Context: an optimization exercise on an open-source flow, tuned for a short achievable clock period and few clock cycles per item. The choices shown serve that exercise and are no tape-out recipe. Function was checked by simulation only, so behaviour that the tests miss may differ from the original. Power figures rest on the tool's default switching activity, not on a simulated workload.

--- design/flow/config.mk ---
export PLATFORM = sky130hd
export DESIGN_NAME = cpu_top
export DESIGN_NICKNAME = cpu_top
export VERILOG_FILES = /design/flow/design.v
export SDC_FILE = /design/flow/constraint.sdc
export NUM_CORES = 4
export LEC_CHECK = 0
export ABC_CLOCK_PERIOD_IN_PS = 2400
export CAP_MARGIN = 20
export CORE_MARGIN = 2
export CORE_UTILIZATION = 40
export PLACE_DENSITY = 0.6
export SETUP_SLACK_MARGIN = 2.6
export SLEW_MARGIN = 20
export TNS_END_PERCENT = 100
--- design/flow/run.sh ---
#!/bin/bash
# synth_recipe.tcl (not shown) runs the flow's synth.tcl, then flattens the netlist and writes it again
# the make line also repeats each setting of config.mk as NAME=value (left out here)
make -C /OpenROAD-flow-scripts/flow DESIGN_CONFIG=/design/flow/config.mk WORK_HOME=/design/flow/orfs CLKGATE_MAP_FILE= SYNTH_SCRIPT=/design/flow/synth_recipe.tcl finish
--- design/flow/constraint.sdc ---
create_clock -name core_clock -period 5.0 [get_ports {clk}]
set_input_delay 1.0000 -clock core_clock [delete_from_list [all_inputs] [get_ports {clk}]]
set_output_delay 1.0000 -clock core_clock [all_outputs]
set_load 0.01 [all_outputs]
--- design/flow/design.v ---
`default_nettype none
package cpu_pkg;
    localparam int data_width     = 16;
    localparam int addr_width     = 9;
    localparam int reg_addr_width = 4;
    localparam int num_regs       = 16;
endpackage
`default_nettype wire
`default_nettype none
module cpu_top
(
    input  logic        clk,
    input  logic        rst,
    input  logic [15:0] mem_data_out,
    input  logic        mem_cplt,
    output logic [8:0]  mem_addr,
    output logic [15:0] mem_data_in,
    output logic        mem_r_en,
    output logic        mem_w_en
);
    localparam int NL = 32;                  
    localparam logic [5:0] WIN = 6'd20;      
    logic        b_ren, b_wen, b_fetch, b_stale;
    logic [8:0]  b_addr;
    logic [15:0] b_wdata;
    assign mem_r_en    = b_ren;
    assign mem_w_en    = b_wen;
    assign mem_addr    = b_addr;
    assign mem_data_in = b_wdata;
    wire busy     = b_ren | b_wen;
    wire bus_free = !busy | mem_cplt;
    wire inf_f    = b_fetch & !b_stale;      
    wire f_done   = mem_cplt & inf_f;
    function automatic logic is_stop(input logic [15:0] w);
        is_stop = (w[15:13] == 3'b001 || w[15:13] == 3'b100) && !w[8];
    endfunction
    wire stop_now = f_done & is_stop(mem_data_out);
    function automatic logic [7:0] predec(input logic [15:0] w);
        logic [2:0] o;
        logic [3:0] f;
        logic r2, rn, mv;
        o  = w[15:13];
        f  = w[11:8];
        r2 = o == 3'b111 && !w[12] && (f == 4'd0 || f == 4'd1 || f == 4'd3 || f == 4'd4 ||
                                         f == 4'd5 || f == 4'd8);
        rn = o == 3'b111 && !w[12] && (f == 4'd6 || f == 4'd7);
        mv = o == 3'b111 && w[12] && f == 4'd2;
        predec[7] = o == 3'b111 && !w[12] && f == 4'd8;
        predec[6] = o == 3'b001 || o == 3'b100;
        predec[5] = o == 3'b100;
        predec[4] = o == 3'b001;
        predec[3] = o == 3'b000 || o == 3'b010;
        predec[2] = o == 3'b010 || o == 3'b011 || o == 3'b101 || o == 3'b110 || r2 || rn;
        predec[1] = r2 || mv;
        predec[0] = o == 3'b011 || o == 3'b101 || o == 3'b110 || rn || mv ||
                    (r2 && f != 4'd8);
    endfunction
    logic [15:0] c_dat [NL];
    logic [8:0]  pc_f, fa, blk_addr, tgt_r;
    logic [5:0]  ahead, rlen;
    logic        blk, rd_pend, rd_pend2, t_in_r, d_isblk;
    logic [5:0]  tdist_r;
    logic [NL-1:0] pf_oh;                
    logic [15:0] d_rdoh, d_rsoh;         
    logic        q1_v, q1_isblk, pf_fix;
    logic [15:0] q1_ir, q1_rdoh, q1_rsoh;
    logic [7:0]  d_pd, q1_pd;
    logic [15:0] dq_oh;
    logic [8:0]  tdist_r9;
    logic [8:0]  q1_pc, tgt_f;
    logic        w_v;
    logic [3:0]  w_rd;
    logic [15:0] w_res, w_woh;
    logic        d_v;
    logic [15:0] d_ir;
    logic [8:0]  d_pc;
    logic        x_v, x_we, x_cmp, x_add, x_cin;
    logic [4:0]  x_lsel;                     
    logic [3:0]  x_rd;
    logic [15:0] x_woh;
    logic [15:0] x_p, x_q;
    logic        dq_v, dq_st;
    logic [8:0]  dq_addr;
    logic [3:0]  dq_rd;
    logic [15:0] dq_wdata;
    logic        il_v;
    logic [3:0]  il_rd;
    logic [15:0] il_oh;
    logic        fl_eq, fl_lt, fl_gt;
    logic [15:0] rf [16];
    wire a_ge2 = ahead >= 6'd2;
    wire a_eq1 = ahead == 6'd1;
    wire byp   = a_eq1 & f_done;
    wire avail = a_ge2 | (a_eq1 & !inf_f) | byp;
    logic [15:0] lw;
    always_comb
    begin
        lw = '0;
        for (int i = 0; i < NL; i++)
            lw = lw | ({16{pf_oh[i]}} & c_dat[i]);
    end
    wire [15:0] f_word = byp ? mem_data_out : lw;
    wire [2:0] op  = d_ir[15:13];
    wire [3:0] rd  = d_ir[3:0];
    wire [3:0] rs  = d_ir[7:4];
    wire [3:0] fn  = d_ir[11:8];
    wire       b12 = d_ir[12];
    wire is_ld  = op == 3'b000;
    wire is_jmp = op == 3'b001;
    wire is_st  = op == 3'b010;
    wire is_li  = op == 3'b011;
    wire is_br  = op == 3'b100;
    wire is_ai  = op == 3'b101;
    wire is_si  = op == 3'b110;
    wire is_r   = op == 3'b111;
    wire p_ctl  = d_pd[6];
    wire p_br   = d_pd[5];
    wire p_jmp  = d_pd[4];
    wire p_mem  = d_pd[3];
    wire is_ctl = p_ctl;
    wire is_mem = p_mem;
    wire r_add = is_r & !b12 & fn == 4'd0;
    wire r_sub = is_r & !b12 & fn == 4'd1;
    wire r_and = is_r & !b12 & fn == 4'd3;
    wire r_or  = is_r & !b12 & fn == 4'd4;
    wire r_xor = is_r & !b12 & fn == 4'd5;
    wire r_not = is_r & !b12 & fn == 4'd6;
    wire r_neg = is_r & !b12 & fn == 4'd7;
    wire r_cmp = is_r & !b12 & fn == 4'd8;
    wire r_mov = is_r &  b12 & fn == 4'd2;
    wire r2    = r_add | r_sub | r_and | r_or | r_xor | r_cmp;
    wire use_a = is_st | is_li | is_ai | is_si | r2 | r_not | r_neg;
    wire use_b = r2 | r_mov;
    wire d_wr  = is_ld | is_li | is_ai | is_si | r_add | r_sub | r_and | r_or |
                 r_xor | r_not | r_neg | r_mov;
    wire d_alu = is_li | is_ai | is_si | r2 | r_not | r_neg | r_mov;
    wire [15:0] lmask = dq_oh | il_oh;
    wire [15:0] pmask = x_woh | lmask;
    wire stall = (d_pd[2] & |(d_rdoh & pmask)) | (d_pd[1] & |(d_rsoh & pmask)) |
                 (d_pd[0] & |(d_rdoh & lmask)) | (p_mem & dq_v);
    wire d_go  = d_v & !is_ctl & !stall;
    logic cond;
    always_comb
    begin
        case (d_ir[12:11])
            2'd0:    cond = fl_eq;
            2'd1:    cond = !fl_eq;
            2'd2:    cond = fl_lt;
            default: cond = fl_gt;
        endcase
    end
    wire       d_res    = d_v & p_ctl & !(p_br & x_v & x_cmp);
    wire       taken    = p_jmp | cond;
    wire [8:0] d_tgt    = d_pc + d_ir[8:0];
    wire [8:0] d_tgt1   = d_pc + d_ir[8:0] + 9'd1;
    wire       blocking = blk & d_isblk;
    wire       redir    = d_res & taken;
    wire       fast_tk  = redir & blocking;
    wire       fast_nt  = d_res & !taken & blocking;
    wire       gen_rd   = redir & !blocking;
    wire d_cons  = d_v & (is_ctl ? d_res : !stall);
    wire take0   = !d_v | d_cons;
    wire f_adv   = avail & !q1_v & !rd_pend & !rd_pend2 & !pf_fix;
    logic [15:0] ra, rb;
    always_comb
    begin
        ra = '0;
        rb = '0;
        for (int i = 0; i < 16; i++)
        begin
            ra = ra | ({16{d_rdoh[i]}} & rf[i]);
            rb = rb | ({16{d_rsoh[i]}} & rf[i]);
        end
        if (w_v && w_rd == rd)
            ra = w_res;
        if (w_v && w_rd == rs)
            rb = w_res;
    end
    wire        inv_a = r_not | r_neg;
    wire        q_imm = is_ai | is_si;
    wire        q_inv = is_si | r_sub | r_cmp;
    wire        q_zero = r_neg;
    wire [15:0] p_mrg;
    assign p_mrg[15:8] = (is_li &  b12) ? d_ir[11:4] : ra[15:8] ^ {8{inv_a}};
    assign p_mrg[7:0]  = (is_li & !b12) ? d_ir[11:4] : ra[7:0]  ^ {8{inv_a}};
    wire [15:0] q_raw = q_zero ? 16'h0000 : (q_imm ? {7'd0, d_ir[12:4]} : rb);
    wire [15:0] n_q   = q_raw ^ {16{q_inv}};
    wire        n_add = is_ai | is_si | r_add | r_sub | r_neg | r_cmp;
    wire        n_cin = is_si | r_sub | r_neg | r_cmp;
    wire [4:0]  n_lsel = {r_mov, is_li | r_not, r_xor, r_or, r_and};
    wire [16:0] sum  = {1'b0, x_p} + {1'b0, x_q} + {16'd0, x_cin};
    wire [15:0] lres = ({16{x_lsel[0]}} & (x_p & x_q)) |
                       ({16{x_lsel[1]}} & (x_p | x_q)) |
                       ({16{x_lsel[2]}} & (x_p ^ x_q)) |
                       ({16{x_lsel[3]}} & x_p) |
                       ({16{x_lsel[4]}} & x_q);
    wire [15:0] res  = x_add ? sum[15:0] : lres;
    wire        eq   = &(x_p ^ x_q);         
    wire       a_lt_w = ahead < WIN;
    logic e_cond;
    always_comb
    begin
        case (mem_data_out[12:11])
            2'd0:    e_cond = fl_eq;
            2'd1:    e_cond = !fl_eq;
            2'd2:    e_cond = fl_lt;
            default: e_cond = fl_gt;
        endcase
    end
    wire       e_jmp   = mem_data_out[15:13] == 3'b001;
    wire       fl_fin  = !(x_v & x_cmp) & !(d_v & d_pd[7]) & !(q1_v & q1_pd[7]);
    wire       early   = stop_now & byp & f_adv & (e_jmp | fl_fin);
    wire       e_tk    = early & (e_jmp | e_cond);
    wire       stop_blk = stop_now & !early;
    wire       iss_e   = !dq_v;
    wire [8:0] e_tgt   = b_addr + mem_data_out[8:0];
    wire [8:0] e_tgt1  = b_addr + mem_data_out[8:0] + 9'd1;
    wire       pf_ok  = (!blk | fast_nt) & a_lt_w & !rd_pend & !rd_pend2 & !stop_blk & !e_tk;
    wire       iss_dq = bus_free & dq_v;
    wire       iss_tk = bus_free & !dq_v & fast_tk;
    wire       iss_pf = bus_free & !dq_v & pf_ok;
    wire [8:0] tdist   = fa - tgt_r;
    wire       t_in = tdist != 9'd0 && tdist[8:6] == 3'd0 && tdist[5:0] <= rlen;
    wire       t_in2  = tdist_r9 != 9'd0 && tdist_r9[8:6] == 3'd0 && tdist_r9[5:0] <= rlen;
    wire       rd_out = rd_pend2 & !t_in2;
    wire [5:0] ahead_p1 = ahead + 6'd1;
    wire [5:0] ahead_m1 = ahead - 6'd1;
    always_ff @(posedge clk or posedge rst)
    begin
        if (rst)
        begin
            b_ren   <= 1'b1;
            b_wen   <= 1'b0;
            b_fetch <= 1'b1;
            b_stale <= 1'b0;
            b_addr  <= 9'd0;
        end
        else if (bus_free)
        begin
            b_stale <= 1'b0;
            if (dq_v)
            begin
                b_ren   <= !dq_st;
                b_wen   <= dq_st;
                b_fetch <= 1'b0;
                b_addr  <= dq_addr;
            end
            else if (fast_tk)
            begin
                b_ren   <= 1'b1;
                b_wen   <= 1'b0;
                b_fetch <= 1'b1;
                b_addr  <= d_tgt;
            end
            else if (e_tk)
            begin
                b_ren   <= 1'b1;
                b_wen   <= 1'b0;
                b_fetch <= 1'b1;
                b_addr  <= e_tgt;
            end
            else if (pf_ok)
            begin
                b_ren   <= 1'b1;
                b_wen   <= 1'b0;
                b_fetch <= 1'b1;
                b_addr  <= fa;
            end
            else
            begin
                b_ren   <= 1'b0;
                b_wen   <= 1'b0;
                b_fetch <= 1'b0;
            end
        end
        else if (rd_out)
            b_stale <= 1'b1;
    end
    always_ff @(posedge clk)
    begin
        if (iss_dq)
            b_wdata <= dq_wdata;
    end
    always_ff @(posedge clk or posedge rst)
    begin
        if (rst)
        begin
            pc_f     <= 9'd0;
            fa       <= 9'd1;
            ahead    <= 6'd1;
            rlen     <= 6'd1;
            blk      <= 1'b0;
            blk_addr <= 9'd0;
            rd_pend  <= 1'b0;
            rd_pend2 <= 1'b0;
            tdist_r9 <= 9'd0;
            pf_oh    <= 32'd1;
            pf_fix   <= 1'b0;
            tgt_f    <= 9'd0;
            tgt_r    <= 9'd0;
        end
        else
        begin
            rd_pend  <= gen_rd;
            rd_pend2 <= rd_pend;
            tdist_r9 <= tdist;
            if (gen_rd)
                tgt_r <= d_tgt;
            pf_fix <= fast_tk | e_tk;
            if (fast_tk)
                tgt_f <= d_tgt;
            else if (e_tk)
                tgt_f <= e_tgt;
            if (pf_fix)
                pf_oh <= 32'd1 << tgt_f[4:0];
            else if (rd_pend2)
                pf_oh <= 32'd1 << tgt_r[4:0];
            else if (f_adv)
                pf_oh <= {pf_oh[NL-2:0], pf_oh[NL-1]};
            if (fast_tk)
                pc_f <= d_tgt;
            else if (rd_pend2)
                pc_f <= tgt_r;
            else if (e_tk)
                pc_f <= e_tgt;
            else if (f_adv)
                pc_f <= pc_f + 9'd1;
            if (fast_tk)
                fa <= iss_tk ? d_tgt1 : d_tgt;
            else if (rd_out)
                fa <= tgt_r;
            else if (e_tk)
                fa <= iss_e ? e_tgt1 : e_tgt;
            else if (iss_pf)
                fa <= fa + 9'd1;
            if (fast_tk)
                ahead <= iss_tk ? 6'd1 : 6'd0;
            else if (rd_pend2)
                ahead <= t_in2 ? tdist_r9[5:0] : 6'd0;
            else if (e_tk)
                ahead <= iss_e ? 6'd1 : 6'd0;
            else if (iss_pf & !f_adv)
                ahead <= ahead_p1;
            else if (!iss_pf & f_adv)
                ahead <= ahead_m1;
            if (fast_tk)
                rlen <= iss_tk ? 6'd1 : 6'd0;
            else if (rd_out)
                rlen <= 6'd0;
            else if (e_tk)
                rlen <= iss_e ? 6'd1 : 6'd0;
            else if (iss_pf && rlen != 6'd32)
                rlen <= rlen + 6'd1;
            if (fast_tk || rd_out)
                blk <= 1'b0;
            else if (stop_blk)
            begin
                blk      <= 1'b1;
                blk_addr <= b_addr;
            end
            else if (fast_nt)
                blk <= 1'b0;
        end
    end
    always_ff @(posedge clk)
    begin
        for (int i = 0; i < NL; i++)
            if (f_done && b_addr[4:0] == i[4:0])
                c_dat[i] <= mem_data_out;
    end
    logic [15:0] f_rdoh, f_rsoh;
    always_comb
        for (int i = 0; i < 16; i++)
        begin
            f_rdoh[i] = f_word[3:0] == i[3:0];
            f_rsoh[i] = f_word[7:4] == i[3:0];
        end
    wire f_isblk = (byp & stop_blk) | (blk & pc_f == blk_addr);
    wire [7:0] f_pd = early ? 8'd0 : predec(f_word);
    always_ff @(posedge clk or posedge rst)
    begin
        if (rst)
        begin
            d_v      <= 1'b0;
            q1_v     <= 1'b0;
            d_isblk  <= 1'b0;
            q1_isblk <= 1'b0;
        end
        else if (redir)
        begin
            d_v  <= 1'b0;
            q1_v <= 1'b0;
        end
        else if (take0)
        begin
            if (q1_v)
            begin
                d_v     <= 1'b1;
                q1_v    <= 1'b0;
                d_isblk <= q1_isblk & !stop_now;
            end
            else
            begin
                d_v     <= f_adv;
                d_isblk <= f_adv & f_isblk;
            end
        end
        else
        begin
            if (stop_now)
                d_isblk <= 1'b0;
            if (f_adv)
            begin
                q1_v     <= 1'b1;
                q1_isblk <= f_isblk;
            end
        end
    end
    always_ff @(posedge clk)
    begin
        if (take0 && (q1_v || f_adv))
        begin
            d_ir   <= q1_v ? q1_ir   : f_word;
            d_pc   <= q1_v ? q1_pc   : pc_f;
            d_rdoh <= q1_v ? q1_rdoh : f_rdoh;
            d_rsoh <= q1_v ? q1_rsoh : f_rsoh;
            d_pd   <= q1_v ? q1_pd   : f_pd;
        end
        if (!take0 && f_adv)
        begin
            q1_ir   <= f_word;
            q1_pc   <= pc_f;
            q1_rdoh <= f_rdoh;
            q1_rsoh <= f_rsoh;
            q1_pd   <= f_pd;
        end
    end
    always_ff @(posedge clk or posedge rst)
    begin
        if (rst)
        begin
            x_v <= 1'b0;
            w_v <= 1'b0;
        end
        else
        begin
            x_v <= d_go & d_alu;
            w_v <= x_v & x_we;
        end
    end
    always_ff @(posedge clk)
    begin
        x_we   <= d_wr;
        x_cmp  <= r_cmp;
        x_add  <= n_add;
        x_cin  <= n_cin;
        x_lsel <= n_lsel;
        x_rd   <= rd;
        x_p    <= p_mrg;
        w_res  <= res;
        w_rd   <= x_rd;
        w_woh  <= x_v ? x_woh : 16'h0000;
        x_q    <= n_q;
        for (int i = 0; i < 16; i++)
            x_woh[i] <= d_go & d_alu & d_wr & rd == i[3:0];
    end
    always_ff @(posedge clk or posedge rst)
    begin
        if (rst)
        begin
            dq_v  <= 1'b0;
            dq_oh <= '0;
            il_v  <= 1'b0;
            il_oh <= '0;
        end
        else
        begin
            if (iss_dq)
            begin
                dq_v  <= 1'b0;
                dq_oh <= '0;
            end
            else if (d_go & is_mem)
            begin
                dq_v  <= 1'b1;
                dq_oh <= is_ld ? d_rdoh : 16'h0000;
            end
            if (iss_dq & !dq_st)
            begin
                il_v <= 1'b1;
                for (int i = 0; i < 16; i++)
                    il_oh[i] <= dq_rd == i[3:0];
            end
            else if (mem_cplt)
            begin
                il_v  <= 1'b0;
                il_oh <= '0;
            end
        end
    end
    always_ff @(posedge clk)
    begin
        if (d_go & is_mem)
        begin
            dq_st    <= is_st;
            dq_addr  <= d_ir[12:4];
            dq_rd    <= rd;
            dq_wdata <= ra;
        end
        if (iss_dq)
            il_rd <= dq_rd;
    end
    always_ff @(posedge clk or posedge rst)
    begin
        if (rst)
        begin
            fl_eq <= 1'b0;
            fl_lt <= 1'b0;
            fl_gt <= 1'b0;
        end
        else if (x_v && x_cmp)
        begin
            fl_eq <= eq;
            fl_lt <= !sum[16];
            fl_gt <= sum[16] & !eq;
        end
    end
    always_ff @(posedge clk or posedge rst)
    begin
        if (rst)
        begin
            for (int i = 0; i < 16; i++)
                rf[i] <= 16'h0000;
        end
        else
        begin
            for (int i = 0; i < 16; i++)
            begin
                if (w_woh[i])
                    rf[i] <= w_res;
                else if (mem_cplt && il_oh[i])
                    rf[i] <= mem_data_out;
            end
        end
    end
endmodule
`default_nettype wire
==> results of run 1 <==
cells by family after synthesis:
group | Yosys count
mux | 316
flops | 1194
xor+xnor | 103
buf+inv | 491
compound gates | 1353
fa+ha+maj | 77
simple gates | 1162
cells in the mapped netlist (49+ instances only):
| library cell | instances | area share (%) |
|---|---|---|
| xor2_1 | 62 | 1.0 |
| o31ai_1 | 74 | 1.0 |
| nand2_1 | 460 | 3.2 |
| ha_1 | 72 | 1.7 |
| mux2_2 | 49 | 1.0 |
| dfrtp_1 | 403 | 19 |
| a221oi_1 | 97 | 1.6 |
| nand3_1 | 75 | 0.69 |
| o21ai_0 | 366 | 3.4 |
| a21oi_1 | 147 | 1.3 |
| nor2_1 | 304 | 2.1 |
| a22oi_1 | 339 | 4.7 |
| inv_1 | 91 | 0.63 |
| a22o_1 | 113 | 1.8 |
| mux2i_1 | 267 | 4.9 |
| clkbuf_1 | 337 | 2.3 |
| edfxtp_1 | 688 | 38 |
| nand4_1 | 102 | 1.2 |
| dfxtp_1 | 97 | 3.6 |
| nor3_1 | 56 | 0.51 |
worst max path at each step:
| stage | start | to | slack [ns] |
|---|---|---|---|
| final | il_oh[10] | d_rsoh[8] | 1.88 |
| after global routing | il_oh[10] | d_rsoh[10] | 1.82 |
| after CTS | d_rdoh[1] | d_rsoh[0] | 1.99 |
| after detailed placement | mem_cplt | b_addr[7] | 0.82 |
| after global placement | mem_cplt | b_addr[7] | 0.84 |
| after floorplan | rst | ahead[1] | -1.51 |
report_power, final:
group | total [uW] | internal, uW | switching, uW
Combinational | 20000 | 8330 | 11700
Sequential | 14700 | 12600 | 2020
Clock | 10100 | 5710 | 4400
Total | 44800 | 26700 | 18100
per-layer routing:
metal	share of wire (%)	global-route usage, %	up-vias	wire length (um)
li1	-	-	18700	-
met1	39	41.5	22300	86400
met2	43	44.2	3277	95400
met3	14	11.1	715	31100
met4	4.9	12.1	8	10900
met5	0.023	0.755	-	52
metrics by stage:
| stage | setup TNS, ns | power (uW) | util [%] | hold slack (ns) |
|---|---|---|---|---|
| 2_1_floorplan | -607.22 | 21600 | - | 0.310 |
| 3_3_place_gp | 0 | 27000 | 42.4 | 0.310 |
| 3_5_place_dp | 0 | 27100 | 42.4 | 0.312 |
| 4_1_cts | 0 | 41800 | 50.3 | 0.322 |
| 5_1_grt | 0 | 46000 | 52.6 | 0.333 |
| 6_report | 0 | 44800 | 52.6 | 0.326 |
layout make-up:
type,instances,area share (%)
Clock buffer,177,5.06
Tap cell,1781,3.13
Inverter,92,0.495
Sequential cell,1194,46.3
Clock inverter,69,1.25
Antenna cell,5,0.0176
Multi-Input combinational cell,3022,33.3
Timing Repair Buffer,687,10.4
worst max-delay path: stages, from the launching register on:
cell,delay [ns]
dfrtp_2,0.44
o31ai_1,0.30
nand4_1,0.15
or4_4,0.59
a22o_4,0.27
o211ai_1,0.21
buf_4,0.15
a21boi_4,0.19
buf_12,0.13
buf_12,0.13
buf_12,0.12
buf_16,0.12
what timing repair did:
| action | CTS | global route |
|---|---|---|
| resized for setup | 788 | 430 |
| setup buffers | 323 | 120 |
| pin swaps | 211 | 218 |
| cloned | 29 | 14 |
| setup endpoints to repair | 959 | 663 |
==> flow_metrics.py, run 1 <==
metrics = {
    "timing": {
        "fin_ws_ns": 1.88,
        "period_minus_slack_ns": 3.12,
        "tightest_slew_ns": 1.17,
        "final.setup_skew_ns": 0.0513,
        "hold_violations": 0,
        "grt_setup_unrepaired": "yes",
        "drv_slew": 0,
        "setup_viol": 0,
        "max_freq_mhz": 321,
        "min_period_over_period_pct": 62.3,
        "slew_headroom_pct": 21.5,
    },
    "critical_path": {
        "start_kind": "flop",
        "rrSetupSlack_ns": 1.88,
        "reg2regPathDepth": 11,
        "crit_fanout": 8,
        "worst_ep_arrival_time_ns": 3.62,
        "cp-end-kind": "flop",
        "r2r-end": "d_rsoh[8]",
        "cp.required_ns": 5.50,
        "r2r_start": "il_oh[10]",
        "path_class": "reg -> reg",
    },
    "run": {
        "max_cap_viol_count": 0,
    },
    "route": {
        "viasPerCell": 6.41,
        "vias": 45000,
        "drc": 0,
        "dr.pass1.iters": 13,
        "ant_nets": 0,
        "drtIter0Drc": 7007,
        "routedWlPerCell_um": 31.9,
        "wl_um": 224000,
    },
    "global_route": {
        "grt_pass1_wl_um": 308000,
        "grt_pass1_vias": 41600,
        "antenna_found_initial": 11,
        "grt_usage_pct": 30.5,
        "grt-ovfl-total": 0,
        "grt_max_degree": 110,
    },
    "pwr": {
        "ir_worst_vdd_mv": 0.437,
        "powerDensity_mw_per_mm2": 628,
        "leakagePower_uw": 0.0265,
    },
    "synth": {
        "synth_fa_ha_area_share_pct": 1.84,
        "synth_flop_cell": "edfxtp_1",
        "synth_compound_area_share_pct": 17.1,
        "async_flop_share_pct": 34.3,
        "synthXorXnorAreaFrac_pct": 1.66,
        "syn_nets": 4792,
        "synth_top_family_by_area": "compound AO/OA/AOI/OAI gates",
        "avgSynthCellArea_um2": 11.6,
        "ys_warn_count": 3,
        "synth-edff-count": 688,
        "yosysSeqAreaShare_pct": 60.3,
        "yosysUniqueCellTypes": 79,
        "syn_area_mm2": 0.0545,
        "synth-seq-cells": 1194,
        "syn_inst": 4696,
        "synth_mux_area_share_pct": 5.92,
        "synthSimpleGateAreaFrac_pct": 9.70,
    },
    "final_layout": {
        "stdcell_count": 7027,
        "layout_commonest_cell": "edfxtp_1",
        "seqCellArea_mm2": 0.0330,
        "syn2layout_area_growth_pct": 30.7,
        "largest_register_ffs": 512,
        "final_area_mm2": 0.0712,
        "top_regs": "c_dat x512, rf x256, pf_oh x32",
        "layout-drive-gt1-share_pct": 30.5,
        "nFillCells": 11200,
        "fin_nets": 5227,
        "largest_register": "c_dat",
        "layout_common_cells": "edfxtp_1 (688), nand2_1 (430), buf_4 (372), dfrtp_1 (340), a22oi_1 (308)",
        "multiInputGateArea_mm2": 0.0237,
    },
    "floorplanning": {
        "core_mm2": 0.135,
        "placementRows": 135,
        "fp.dieW_um": 373,
        "die_area_mm2": 0.139,
        "die_h_um": 373,
        "ios": 46,
        "initial_core_util_pct": 40.3,
    },
    "placed_design": {
        "portBuffers": 45,
        "dp_slack_ns": 0.815,
        "place_inst": 6289,
        "dpl.hpwl_um": 128000,
        "finalWeightedCongestion": 0.925,
        "placed_cell_area_mm2": 0.0574,
    },
    "hold_path": {
        "min_from": "x_rd[2]",
        "min_path_cells": 0,
        "hold_path.class": "reg -> reg",
        "holdPathEnd": "w_rd[2]",
    },
    "cts": {
        "cts_tree": "yes",
        "clockRootBuffer": "clkbuf_16",
        "ctsHoldBuffers": 0,
        "clock_latency_ns": 0.82,
        "cts_buffers": 134,
        "path_clk_slew_ns": 0.06,
        "cts_max_path_buffers": 3,
        "cts_sinks": 1194,
        "htree_levels": 4,
    },
    "status": {
        "outcome": "timing/DRC/antenna clean",
    },
}
Testbench counts, summed over its fixed seeds: cycles 74,493, instrs 21,628.
==> inputs of run 2 (changes only) <==
--- a/design/flow/design.v
+++ b/design/flow/design.v
@@ -68,2 +68,8 @@
     logic [15:0] dq_oh;
+    logic        dq_hit, il_nf;
+    logic [15:0] dq_hdata;
+    logic [8:0]  il_addr;
+    logic [15:0] dc_v;
+    logic [4:0]  dc_tag [16];
+    logic [15:0] dc_dat [16];
     logic [8:0]  tdist_r9;
@@ -136,4 +142,5 @@
     wire d_alu = is_li | is_ai | is_si | r2 | r_not | r_neg | r_mov;
-    wire [15:0] lmask = dq_oh | il_oh;
-    wire [15:0] pmask = x_woh | lmask;
+    logic [15:0] pend, lpend;
+    wire [15:0] lmask = lpend;
+    wire [15:0] pmask = pend;
     wire stall = (d_pd[2] & |(d_rdoh & pmask)) | (d_pd[1] & |(d_rsoh & pmask)) |
@@ -163,2 +170,14 @@
     wire f_adv   = avail & !q1_v & !rd_pend & !rd_pend2 & !pf_fix;
+    logic        d_hit;
+    logic [15:0] d_hdat;
+    always_comb
+    begin
+        d_hit  = 1'b0;
+        d_hdat = '0;
+        for (int i = 0; i < 16; i++)
+        begin
+            d_hit  = d_hit | (d_rsoh[i] & dc_v[i] & dc_tag[i] == d_ir[12:8]);
+            d_hdat = d_hdat | ({16{d_rsoh[i]}} & dc_dat[i]);
+        end
+    end
     logic [15:0] ra, rb;
@@ -214,3 +233,5 @@
     wire       stop_blk = stop_now & !early;
-    wire       iss_e   = !dq_v;
+    wire       dq_bus  = dq_v & !dq_hit;
+    wire       hcomp   = dq_v & dq_hit & !il_v;
+    wire       iss_e   = !dq_bus;
     wire [8:0] e_tgt   = b_addr + mem_data_out[8:0];
@@ -218,5 +239,5 @@
     wire       pf_ok  = (!blk | fast_nt) & a_lt_w & !rd_pend & !rd_pend2 & !stop_blk & !e_tk;
-    wire       iss_dq = bus_free & dq_v;
-    wire       iss_tk = bus_free & !dq_v & fast_tk;
-    wire       iss_pf = bus_free & !dq_v & pf_ok;
+    wire       iss_dq = bus_free & dq_bus;
+    wire       iss_tk = bus_free & !dq_bus & fast_tk;
+    wire       iss_pf = bus_free & !dq_bus & pf_ok;
     wire [8:0] tdist   = fa - tgt_r;
@@ -240,3 +261,3 @@
             b_stale <= 1'b0;
-            if (dq_v)
+            if (dq_bus)
             begin
@@ -464,3 +485,21 @@
         for (int i = 0; i < 16; i++)
-            x_woh[i] <= d_go & d_alu & d_wr & rd == i[3:0];
+            x_woh[i] <= d_alu & d_wr & d_rdoh[i];
+    end
+    wire [15:0] dqm_cur  = {16{dq_v}} & dq_oh;
+    wire [15:0] dqm_next = (iss_dq | hcomp) ? 16'h0000 :
+                           (d_go & is_mem & is_ld) ? d_rdoh : dqm_cur;
+    wire [15:0] ilm_next = (iss_dq & !dq_st) ? dq_oh : (mem_cplt ? 16'h0000 : il_oh);
+    wire [15:0] xm_next  = (d_go & d_alu & d_wr) ? d_rdoh : 16'h0000;
+    always_ff @(posedge clk or posedge rst)
+    begin
+        if (rst)
+        begin
+            pend  <= '0;
+            lpend <= '0;
+        end
+        else
+        begin
+            lpend <= dqm_next | ilm_next;
+            pend  <= dqm_next | ilm_next | xm_next;
+        end
     end
@@ -474,2 +513,4 @@
             il_oh <= '0;
+            il_nf <= 1'b0;
+            dc_v  <= '0;
         end
@@ -477,12 +518,16 @@
         begin
-            if (iss_dq)
-            begin
+            if (iss_dq || hcomp)
                 dq_v  <= 1'b0;
-                dq_oh <= '0;
-            end
             else if (d_go & is_mem)
-            begin
                 dq_v  <= 1'b1;
+            if (!dq_v)
                 dq_oh <= is_ld ? d_rdoh : 16'h0000;
-            end
+            if (iss_dq & !dq_st)
+                il_nf <= 1'b0;
+            else if (d_go & is_st & il_v)
+                il_nf <= 1'b1;
+            if (dq_v & dq_st)
+                dc_v[dq_addr[3:0]] <= 1'b1;
+            else if (mem_cplt & il_v & !il_nf)
+                dc_v[il_addr[3:0]] <= 1'b1;
             if (iss_dq & !dq_st)
@@ -502,3 +547,3 @@
     begin
-        if (d_go & is_mem)
+        if (!dq_v)
         begin
@@ -508,5 +553,23 @@
             dq_wdata <= ra;
+            dq_hit   <= is_ld & d_hit;
+            dq_hdata <= d_hdat;
         end
         if (iss_dq)
-            il_rd <= dq_rd;
+        begin
+            il_rd   <= dq_rd;
+            il_addr <= dq_addr;
+        end
+        for (int i = 0; i < 16; i++)
+        begin
+            if (dq_v && dq_st && dq_addr[3:0] == i[3:0])
+            begin
+                dc_tag[i] <= dq_addr[8:4];
+                dc_dat[i] <= dq_wdata;
+            end
+            else if (mem_cplt && il_v && !il_nf && il_addr[3:0] == i[3:0])
+            begin
+                dc_tag[i] <= il_addr[8:4];
+                dc_dat[i] <= mem_data_out;
+            end
+        end
     end
@@ -538,3 +601,5 @@
             begin
-                if (w_woh[i])
+                if (hcomp && dq_oh[i])
+                    rf[i] <= dq_hdata;
+                else if (w_woh[i])
                     rf[i] <= w_res;
==> flow_metrics.py, run 2 <==
metrics = {
    "critical_path": {
        "cp-end-kind": "flop",
        "worst_ep_arrival_time_ns": 3.73,
        "path_class": "reg -> reg",
        "cp.required_ns": 5.64,
        "start_kind": "flop",
        "crit_fanout": 4,
    },
    "timing": {
        "drv_slew": 0,
        "hold_violations": 0,
        "final.setup_skew_ns": 0.0258,
        "setup_tns_ns": 0,
        "holdWs_ns": 0.326,
        "setup_viol": 0,
        "period_minus_slack_ns": 3.10,
        "grt_setup_unrepaired": "yes",
        "fin_ws_ns": 1.90,
        "max_freq_mhz": 323,
        "tightest_slew_ns": 1.08,
        "slew_headroom_pct": 28.0,
        "min_period_over_period_pct": 61.9,
    },
    "final_layout": {
        "nFillCells": 16400,
        "final_area_mm2": 0.0945,
        "syn2layout_area_growth_pct": 23.2,
        "layout_common_cells": "edfxtp_1 (1050), nand2_1 (531), buf_4 (438), a21oi_1 (413), nor2_1 (411)",
        "multiInputGateArea_mm2": 0.0327,
        "seqCellArea_mm2": 0.0451,
        "largest_register_ffs": 512,
        "largest_register": "c_dat",
        "fin_nets": 7094,
        "top_regs": "c_dat x512, dc_dat x256, rf x256",
        "layout-drive-gt1-share_pct": 27.8,
        "layout_commonest_cell": "edfxtp_1",
    },
    "hold_path": {
        "hold_path.class": "reg -> reg",
    },
    "floorplanning": {
        "core_mm2": 0.190,
        "initial_core_util_pct": 40.3,
        "die_h_um": 442,
        "fp.dieW_um": 442,
        "ios": 46,
        "die_area_mm2": 0.195,
        "placementRows": 160,
    },
    "cts": {
        "htree_levels": 4,
        "clockRootBuffer": "clkbuf_16",
        "clock_latency_ns": 0.83,
        "cts_buffers": 166,
        "cts_tree": "yes",
        "cts_max_path_buffers": 3,
        "path_clk_slew_ns": 0.06,
        "cts_sinks": 1606,
    },
    "synth": {
        "avgSynthCellArea_um2": 11.5,
        "synth_flop_cell": "edfxtp_1",
        "yosysUniqueCellTypes": 92,
        "synthTopCellsByCount": "edfxtp_1 (1050), nand2_1 (576), nor2_1 (516)",
        "syn_nets": 6777,
        "ys_warn_count": 5,
        "async_flop_share_pct": 28.6,
        "synth.top_cell.area_share_pct": 41.1,
        "yosysSeqAreaShare_pct": 58.6,
        "synth_area_leaders": "edfxtp_1 (41%), dfrtp_1 (15%), mux2_2 (5.4%)",
        "synth_area_leader_cell": "edfxtp_1",
        "syn_inst": 6671,
        "syn_area_mm2": 0.0767,
        "synth-edff-count": 1050,
        "synth-seq-cells": 1606,
        "synth_most_common_cell": "edfxtp_1",
    },
    "pwr": {
        "leakagePower_uw": 0.0335,
        "p_total_uw": 58800,
        "ir_worst_vdd_mv": 0.787,
        "powerDensity_mw_per_mm2": 622,
    },
    "route": {
        "routedWlPerCell_um": 32.6,
        "vias": 62300,
        "drc": 0,
        "drtIter0Drc": 10200,
        "dr.pass1.iters": 12,
        "ant_nets": 0,
        "viasPerCell": 6.47,
        "wl_um": 314000,
    },
    "placed_design": {
        "finalWeightedCongestion": 0.961,
        "placed_cell_area_mm2": 0.0808,
        "dp_slack_ns": 1.08,
        "portBuffers": 45,
        "dpl.hpwl_um": 183000,
    },
    "global_route": {
        "grt-ovfl-total": 0,
        "grt_max_degree": 116,
        "grt_pass1_wl_um": 433000,
        "grt_pass1_vias": 58300,
        "antenna_found_initial": 6,
        "grt_usage_pct": 30.6,
    },
    "status": {
        "outcome": "timing/DRC/antenna clean",
    },
    "run": {
        "max_cap_viol_count": 0,
    },
}
run 2: what timing repair did:
item	CTS	global route
gates cloned	26	13
setup endpoints to repair	1728	796
resized for setup	646	442
pin swaps	108	196
hold buffers	0	0
setup buffers	255	165
hold endpoints to repair	0	0
run 2: worst paths after layout:
path                       cells after the start  slack (ns)        to     start
hold reg to reg                                0        0.33   w_rd[3]   x_rd[3]
setup reg to reg                              11        1.90   d_pd[1]  pf_oh[7]
min in group asynchronous                      2        0.64  rf[6][3]       rst
setup / recovery                              11        1.90   d_pd[1]  pf_oh[7]
hold / removal                                 0        0.33   w_rd[3]   x_rd[3]
max in group asynchronous                      3        3.08  pf_oh[9]       rst
run 2: power by group:
part,internal (uW),switching [uW]
Sequential,17300,3340
Combinational,10400,14900
Clock,7190,5640
run 2: cell type report:
type / instances / area share, %
antenna: 1 / 0.00265
clock buffer: 222 / 4.90
clock inverter: 88 / 0.936
inverter: 99 / 0.422
multi-input combinational: 4358 / 34.6
sequential: 1606 / 47.7
tap: 2511 / 3.32
timing repair buffer: 757 / 8.07
run 2: cell families (layout without fill, tap and decap cells):
kind of cell	Yosys count	in the layout	synth area share, %
DFF	1606	1606	58.6
AOI/OAI and AO/OA	1855	1860	16.3
buffers and inverters	719	1166	3.59
xor gates and xnor gates	196	196	2.25
adders and majority gates	87	87	1.47
and+or+nand+nor	1629	1636	9.61
muxes	579	579	8.16
other	0	1	0
run 2: through the flow:
stage	instances	util, %
global placement	8872	42.4
floorplan	6671	-
CTS	9463	47.7
detailed placement	8872	42.4
finish	9642	49.6
global route	9642	49.6
run 2: per-layer routing:
metal / wire length, um / GRT usage, % / share of wire (%) / up-vias
li1: - / - / - / 25800
met1: 118000 / 40.7 / 38 / 31000
met2: 137000 / 45.6 / 43 / 4591
met3: 39800 / 8.46 / 13 / 1009
met4: 19800 / 15.6 / 6.3 / 6
met5: 115 / 0 / 0.037 / -
run 2: critical path, stage by stage (launching register included):
cell      delay, ns
dfrtp_2        0.49
buf_12         0.16
a22o_1         0.21
a221oi_2       0.26
nand4_1        0.39
or3_4          0.52
o21ai_4        0.08
inv_2          0.07
buf_6          0.13
o21ai_2        0.12
nand2_2        0.11
o41ai_4        0.36
Testbench counts of run 2, summed over its fixed seeds: cycles 73,280, instrs 21,628.
==> inputs of run 3 (changes only) <==
--- a/design/flow/design.v
+++ b/design/flow/design.v
@@ -100,10 +100,17 @@
     wire avail = a_ge2 | (a_eq1 & !inf_f) | byp;
+    logic [7:0]  c_pd [NL];
     logic [15:0] lw;
+    logic [7:0]  lpd;
     always_comb
     begin
-        lw = '0;
+        lw  = '0;
+        lpd = '0;
         for (int i = 0; i < NL; i++)
-            lw = lw | ({16{pf_oh[i]}} & c_dat[i]);
+        begin
+            lw  = lw  | ({16{pf_oh[i]}} & c_dat[i]);
+            lpd = lpd | ({8{pf_oh[i]}} & c_pd[i]);
+        end
     end
     wire [15:0] f_word = byp ? mem_data_out : lw;
+    wire [7:0]  f_pd_raw = byp ? predec(mem_data_out) : lpd;
     wire [2:0] op  = d_ir[15:13];
@@ -389,3 +396,6 @@
             if (f_done && b_addr[4:0] == i[4:0])
+            begin
                 c_dat[i] <= mem_data_out;
+                c_pd[i]  <= predec(mem_data_out);
+            end
     end
@@ -399,3 +409,3 @@
     wire f_isblk = (byp & stop_blk) | (blk & pc_f == blk_addr);
-    wire [7:0] f_pd = early ? 8'd0 : predec(f_word);
+    wire [7:0] f_pd = early ? 8'd0 : f_pd_raw;
     always_ff @(posedge clk or posedge rst)
==> flow_metrics.py, run 3 <==
metrics = {
    "status": {
        "outcome": "timing/DRC/antenna clean",
    },
    "placed_design": {
        "finalWeightedCongestion": 0.957,
        "portBuffers": 45,
        "dpl.hpwl_um": 203000,
        "placed_cell_area_mm2": 0.0906,
        "dp_slack_ns": 1.06,
    },
    "pwr": {
        "leakagePower_uw": 0.0368,
        "powerDensity_mw_per_mm2": 507,
        "seq_power_share_pct": 36.5,
        "switching_share_pct": 37.2,
        "switchingPower_uw": 19900,
        "ir_worst_vdd_mv": 0.371,
        "clkPwrFrac_pct": 27.6,
        "pwr-share-comb_pct": 35.9,
        "p_int_uw": 33600,
    },
    "timing": {
        "drv_slew": 0,
        "final.setup_skew_ns": 0.0422,
        "min_period_over_period_pct": 58.7,
        "setup_viol": 0,
        "slew_headroom_pct": 24.8,
        "fin_ws_ns": 2.07,
        "max_freq_mhz": 341,
        "hold_violations": 0,
        "period_minus_slack_ns": 2.93,
        "grt_setup_unrepaired": "yes",
        "tightest_slew_ns": 1.12,
    },
    "cts": {
        "clockRootBuffer": "clkbuf_16",
        "clock_latency_ns": 0.87,
        "htree_levels": 4,
        "path_clk_slew_ns": 0.06,
        "cts_max_path_buffers": 3,
        "cts_buffers": 188,
        "cts_sinks": 1862,
        "cts_tree": "yes",
    },
    "critical_path": {
        "worstPathCellList": "buf_8 -> a22o_1 -> a221oi_2 -> nand4_1 -> a221o_1 -> a221oi_4 -> nor2_4 -> nor2_4 -> buf_6 -> buf_12 -> buf_16",
        "cp.required_ns": 5.54,
        "slowest_stage": "edfxtp_1",
        "path_class": "reg -> reg",
        "critPathBufInv": 4,
        "critPathTopFamily": "compound AO/OA/AOI/OAI gates",
        "worst_ep_arrival_time_ns": 3.48,
        "crit_top_cell": "nor2_4",
        "crit_fanout": 7,
        "cpPeakStageDelay_ns": 0.43,
        "start_kind": "flop",
        "cp-end-kind": "flop",
    },
    "synth": {
        "synth.top_cell.area_share_pct": 45.6,
        "synth_area_leaders": "edfxtp_1 (46%), dfrtp_1 (13%), mux2_2 (5.1%)",
        "synth_top_family_by_area": "compound AO/OA/AOI/OAI gates",
        "synth_flop_cell": "edfxtp_1",
        "yosysUniqueCellTypes": 99,
        "synthXorXnorAreaFrac_pct": 1.95,
        "synth-seq-cells": 1862,
        "ys_warn_count": 6,
        "synthSimpleGateAreaFrac_pct": 8.68,
        "synth_most_common_cell": "edfxtp_1",
        "synthTopCellsByCount": "edfxtp_1 (1306), nand2_1 (559), clkbuf_1 (532)",
        "synth_compound_area_share_pct": 15.6,
        "synth_fa_ha_area_share_pct": 1.31,
        "syn_inst": 7087,
        "avgSynthCellArea_um2": 12.1,
        "synth_area_leader_cell": "edfxtp_1",
        "async_flop_share_pct": 24.7,
        "syn_area_mm2": 0.0861,
        "yosysSeqAreaShare_pct": 61.2,
        "synth-edff-count": 1306,
        "syn_nets": 7193,
        "synth_mux_area_share_pct": 7.90,
    },
    "route": {
        "wl_um": 352000,
        "ant_nets": 0,
        "viasPerCell": 6.50,
        "dr.pass1.iters": 8,
        "vias": 68000,
        "routedWlPerCell_um": 33.7,
        "drc": 0,
        "drtIter0Drc": 10700,
    },
    "final_layout": {
        "final_area_mm2": 0.106,
        "largest_register_ffs": 512,
        "nFillCells": 18300,
        "layout_commonest_cell": "edfxtp_1",
        "syn2layout_area_growth_pct": 22.8,
        "layout_common_cells": "edfxtp_1 (1306), nand2_1 (532), buf_4 (475), dfrtp_1 (411), nor2_1 (403)",
        "layout-drive-gt1-share_pct": 27.6,
        "fin_util_pct": 49.3,
        "fin_nets": 7551,
        "seqCellArea_mm2": 0.0527,
        "largest_register": "c_dat",
        "multiInputGateArea_mm2": 0.0340,
    },
    "global_route": {
        "grt_usage_pct": 31.1,
        "grt_pass1_wl_um": 487000,
        "grt_pass1_vias": 64100,
        "grt_max_degree": 133,
        "grt-ovfl-total": 0,
        "antenna_found_initial": 13,
    },
    "floorplanning": {
        "placementRows": 170,
        "die_area_mm2": 0.219,
        "initial_core_util_pct": 40.2,
        "ios": 46,
        "fp.dieW_um": 468,
        "core_mm2": 0.214,
        "die_h_um": 468,
    },
    "hold_path": {
        "hold_path.class": "reg -> reg",
    },
    "run": {
        "max_cap_viol_count": 0,
    },
}
[run 3: worst reg2reg max path, cell delays in order, from the launching register on]
cell	delay [ns]
edfxtp_1	0.43
buf_8	0.15
a22o_1	0.21
a221oi_2	0.19
nand4_1	0.23
a221o_1	0.41
a221oi_4	0.33
nor2_4	0.09
nor2_4	0.14
buf_6	0.13
buf_12	0.14
buf_16	0.17
[run 3: worst paths after layout]
kind	startpoint	to	slack, ns	cells after the start
setup / recovery	d_rdoh[4]	d_ir[15]	2.07	11
hold reg to reg	x_rd[0]	w_rd[0]	0.33	0
max in group asynchronous	rst	pf_oh[29]	3.15	4
hold / removal	x_rd[0]	w_rd[0]	0.33	0
min in group asynchronous	rst	rf[6][1]	0.59	2
setup reg to reg	d_rdoh[4]	d_ir[15]	2.07	11
[run 3: cells by family after synthesis]
family / after synthesis
AND/OR/NAND/NOR: 1625
XOR/XNOR: 192
multiplexers: 631
flip-flops: 1862
AO/OA/AOI/OAI: 1923
buffers and inverters: 767
adder cells (fa/ha/maj): 87
[run 3: through the flow]
step	hold slack (ns)	cells	power (uW)	setup TNS (ns)
3_5_place_dp	0.312	9590	33600	0
3_3_place_gp	0.311	9586	33500	0
5_1_grt	0.331	10400	54700	0
6_report	0.326	10500	53600	0
2_1_floorplan	0.310	7087	27200	-1002.26
4_1_cts	0.326	10300	51300	0
[run 3: metal layers]
layer | global-route usage, % | vias up | wire length, um
met4 | 18.9 | 8 | 27400
met2 | 48.0 | 5111 | 156000
met5 | 0 | - | 57
met1 | 39.6 | 33900 | 128000
li1 | - | 27700 | -
met3 | 7.41 | 1303 | 41000
[run 3: cell type report]
type / count / share of cell area (%)
Antenna cell: 9 / 0.0213
Clock buffer: 247 / 4.94
Clock inverter: 105 / 1.08
Inverter: 101 / 0.372
Multi-Input combinational cell: 4470 / 32.2
Sequential cell: 1862 / 49.9
Tap cell: 2838 / 3.36
Timing Repair Buffer: 822 / 8.11
[run 3: repair_timing]
item	CTS	global route
hold buffers	0	0
endpoints found under the setup margin	1462	899
pin swaps	243	211
setup buffers	338	128
gates resized for setup	715	341
gates cloned	22	15
[run 3: power by group through the flow]
stage / sequential [uW] / clock, uW / combinational [uW]
after floorplan: 18800 / 0 / 8400
after global placement: 20100 / 0 / 13400
after detailed placement: 20100 / 0 / 13500
after CTS: 19500 / 14800 / 17000
after global routing: 19600 / 15400 / 19600
final: 19600 / 14800 / 19200
Testbench counts of run 3, summed over its fixed seeds: cycles 73,280, instrs 21,628.
==> inputs of run 4 (changes only) <==
--- a/design/flow/config.mk
+++ b/design/flow/config.mk
@@ -11,3 +11,3 @@
 export CORE_UTILIZATION = 40
-export PLACE_DENSITY = 0.6
+export PLACE_DENSITY = 0.5
 export SETUP_SLACK_MARGIN = 2.6
==> flow_metrics.py, run 4 <==
metrics = {
    "synth": {
        "syn_nets": 7193,
        "synthTopCellsByCount": "edfxtp_1 (1306), nand2_1 (559), clkbuf_1 (532)",
        "synth-edff-count": 1306,
        "synth-seq-cells": 1862,
        "synth_most_common_cell": "edfxtp_1",
        "syn_inst": 7087,
        "yosysUniqueCellTypes": 99,
        "async_flop_share_pct": 24.7,
        "yosysSeqAreaShare_pct": 61.2,
        "syn_area_mm2": 0.0861,
        "ys_warn_count": 6,
        "synth_area_leader_cell": "edfxtp_1",
        "synth_area_leaders": "edfxtp_1 (46%), dfrtp_1 (13%), mux2_2 (5.1%)",
        "synth_flop_cell": "edfxtp_1",
        "synth.top_cell.area_share_pct": 45.6,
        "avgSynthCellArea_um2": 12.1,
    },
    "global_route": {
        "grt_pass1_wl_um": 532000,
        "grt_max_degree": 115,
        "grt_usage_pct": 34.9,
        "grt-ovfl-total": 0,
        "antenna_found_initial": 11,
        "grt_pass1_vias": 64500,
    },
    "critical_path": {
        "slowest_stage": "edfxtp_1",
        "start_kind": "flop",
        "r2r_start": "d_rdoh[5]",
        "critPathBufInv": 3,
        "cp.depth": 9,
        "cp.required_ns": 5.63,
        "cpPeakStageDelay_ns": 0.46,
        "cp-end-kind": "flop",
        "crit_start": "d_rdoh[5]",
        "worst_ep_arrival_time_ns": 3.53,
        "worstPathCellList": "buf_4 -> a22o_1 -> a221oi_1 -> nand4_1 -> a221oi_4 -> nor2_4 -> and2_4 -> buf_8 -> clkbuf_16",
        "crit_fanout": 8,
        "critPathTopFamily": "compound AO/OA/AOI/OAI gates",
        "reg2regPathDepth": 9,
        "rrSetupSlack_ns": 2.10,
        "path_class": "reg -> reg",
    },
    "cts": {
        "htree_levels": 4,
        "ctsHoldBuffers": 0,
        "cts_max_path_buffers": 3,
        "clockRootBuffer": "clkbuf_16",
        "clock_latency_ns": 0.90,
        "cts_buffers": 200,
        "path_clk_slew_ns": 0.06,
        "cts_tree": "yes",
        "cts_sinks": 1862,
    },
    "floorplanning": {
        "die_h_um": 468,
        "fp.dieW_um": 468,
        "initial_core_util_pct": 40.2,
        "die_area_mm2": 0.219,
        "core_mm2": 0.214,
        "placementRows": 170,
        "ios": 46,
    },
    "route": {
        "routedWlPerCell_um": 36.9,
        "wl_um": 392000,
        "viasPerCell": 6.42,
        "dr.pass1.iters": 11,
        "vias": 68300,
        "ant_nets": 0,
        "drc": 0,
        "drtIter0Drc": 10100,
    },
    "pwr": {
        "powerDensity_mw_per_mm2": 516,
        "p_total_uw": 56000,
        "ir_worst_vdd_mv": 0.395,
        "leakagePower_uw": 0.0381,
    },
    "timing": {
        "slew_headroom_pct": 16.2,
        "grt_setup_unrepaired": "yes",
        "final.setup_skew_ns": 0.0663,
        "hold_violations": 0,
        "setup_viol": 0,
        "tightest_slew_ns": 1.26,
        "min_period_over_period_pct": 58.0,
        "max_freq_mhz": 345,
        "drv_slew": 0,
        "setup_tns_ns": 0,
        "fin_ws_ns": 2.10,
        "period_minus_slack_ns": 2.90,
    },
    "placed_design": {
        "place_inst": 9644,
        "dp_slack_ns": 0.961,
        "portBuffers": 45,
        "finalWeightedCongestion": 0.939,
        "dpl.hpwl_um": 230000,
    },
    "final_layout": {
        "layout_common_cells": "edfxtp_1 (1306), buf_4 (576), nand2_1 (536), dfrtp_1 (401), nor2_1 (395)",
        "layout_commonest_cell": "edfxtp_1",
        "syn2layout_area_growth_pct": 26.1,
        "fin_nets": 7726,
        "largest_register_ffs": 512,
        "largest_register": "c_dat",
        "layout-drive-gt1-share_pct": 30.1,
        "fin_util_pct": 50.7,
        "stdcell_count": 10600,
    },
    "hold_path": {
        "min_from": "x_rd[3]",
        "hold_path.class": "reg -> reg",
        "min_path_cells": 0,
    },
    "run": {
        "max_cap_viol_count": 0,
    },
    "status": {
        "outcome": "timing/DRC/antenna clean",
    },
}
==> run 4: cell counts after synthesis <==
Identical to the previous run, type by type.
==> run 4: per-layer routing <==
layer	share of wire [%]	track usage, %	up-vias	routed length [um]
met5	0.018	0	-	71
met4	7.9	21.4	10	31100
met3	9.8	8.15	1223	38300
met2	45	54.6	4363	177000
met1	37	43.7	34700	146000
li1	-	-	28000	-
==> run 4: where the power goes <==
part           internal, uW  leakage, uW  switching, uW  total (uW)
Combinational          8070       0.0172          12600       20700
Clock                  8830      0.00333           6650       15500
Sequential            18000       0.0175           1870       19800
Total                 34900       0.0381          21200       56000
==> run 4: final cells by class <==
cell class / count / area (um2)
Clock inverter: 83 / 1110
Fill cell: 18500 / 106000
Clock buffer: 297 / 5730
Sequential cell: 1862 / 52800
Tap cell: 2838 / 3550
Timing Repair Buffer: 990 / 10500
Antenna cell: 9 / 22.5
Inverter: 101 / 402
Multi-Input combinational cell: 4465 / 34400
==> run 4: per-stage QoR <==
stage | hold WS [ns] | instance area [um2]
after global routing | 0.332 | 109000
final | 0.325 | 109000
after detailed placement | 0.312 | 91100
after CTS | 0.326 | 105000
after floorplan | 0.310 | 86600
after global placement | 0.311 | 91000
==> run 4: worst paths after layout <==
kind	end
worst max-delay path	q1_ir[12]
worst min-delay path	w_rd[3]
worst max register to register	q1_ir[12]
worst min register to register	w_rd[3]
max in group asynchronous	rf[3][13]
min in group asynchronous	rf[12][9]
==> run 4: timing repair <==
action                      CTS  global route
resized for setup           860           375
pin swaps                   242           222
buffers inserted            432           141
cloned                       25            14
setup endpoints to repair  2142           759
==> run 4: logic make-up after synthesis <==
| group | Yosys count | synth area share [%] |
|---|---|---|
| buffers and inverters | 767 | 3.44 |
| DFF | 1862 | 61.2 |
| AOI/OAI and AO/OA | 1923 | 15.6 |
| muxes | 631 | 7.90 |
| adders and majority gates | 87 | 1.31 |
| xor gates and xnor gates | 192 | 1.95 |
| and+or+nand+nor | 1625 | 8.68 |
==> run 4: worst reg2reg max path, cell delays in order, from the launching register on <==
cell and delay (ns):
edfxtp_1 0.46, buf_4 0.20, a22o_1 0.21, a221oi_1 0.30
nand4_1 0.30, a221oi_4 0.45, nor2_4 0.11, and2_4 0.26
buf_8 0.18, clkbuf_16 0.21

[re-timing with driven ports]
In the flow no input, the clock included, has a driving cell. The finished layouts below were timed again as built, in two steps.
Step 1 assumes that a clkbuf_16 drives the clock port and a buf_2 every other input.
Step 2 also shifts input and output timing later by t, the mid clock arrival at the registers, as if the neighbouring blocks saw the same clock.
a / b / c = ideal / step 1 / step 2; a / b = the first two.
run | t, ns | slack for setup (ns) | worst register clock-pin slew, ns
run 1 | 0.866 | 1.883 / 1.883 / 1.324 | 0.07 / 0.07
run 2 | 0.912 | 1.903 / 1.903 / 1.321 | 0.07 / 0.07
run 3 | 0.931 | 2.066 / 2.066 / 1.285 | 0.07 / 0.07
run 4 | 0.969 | 2.102 / 2.102 / 1.350 | 0.07 / 0.07
After both steps every run listed still meets setup and hold. The setup slack of run 3, which loses most, moves by 0.000 ns with the drivers and by -0.781 ns with both steps.
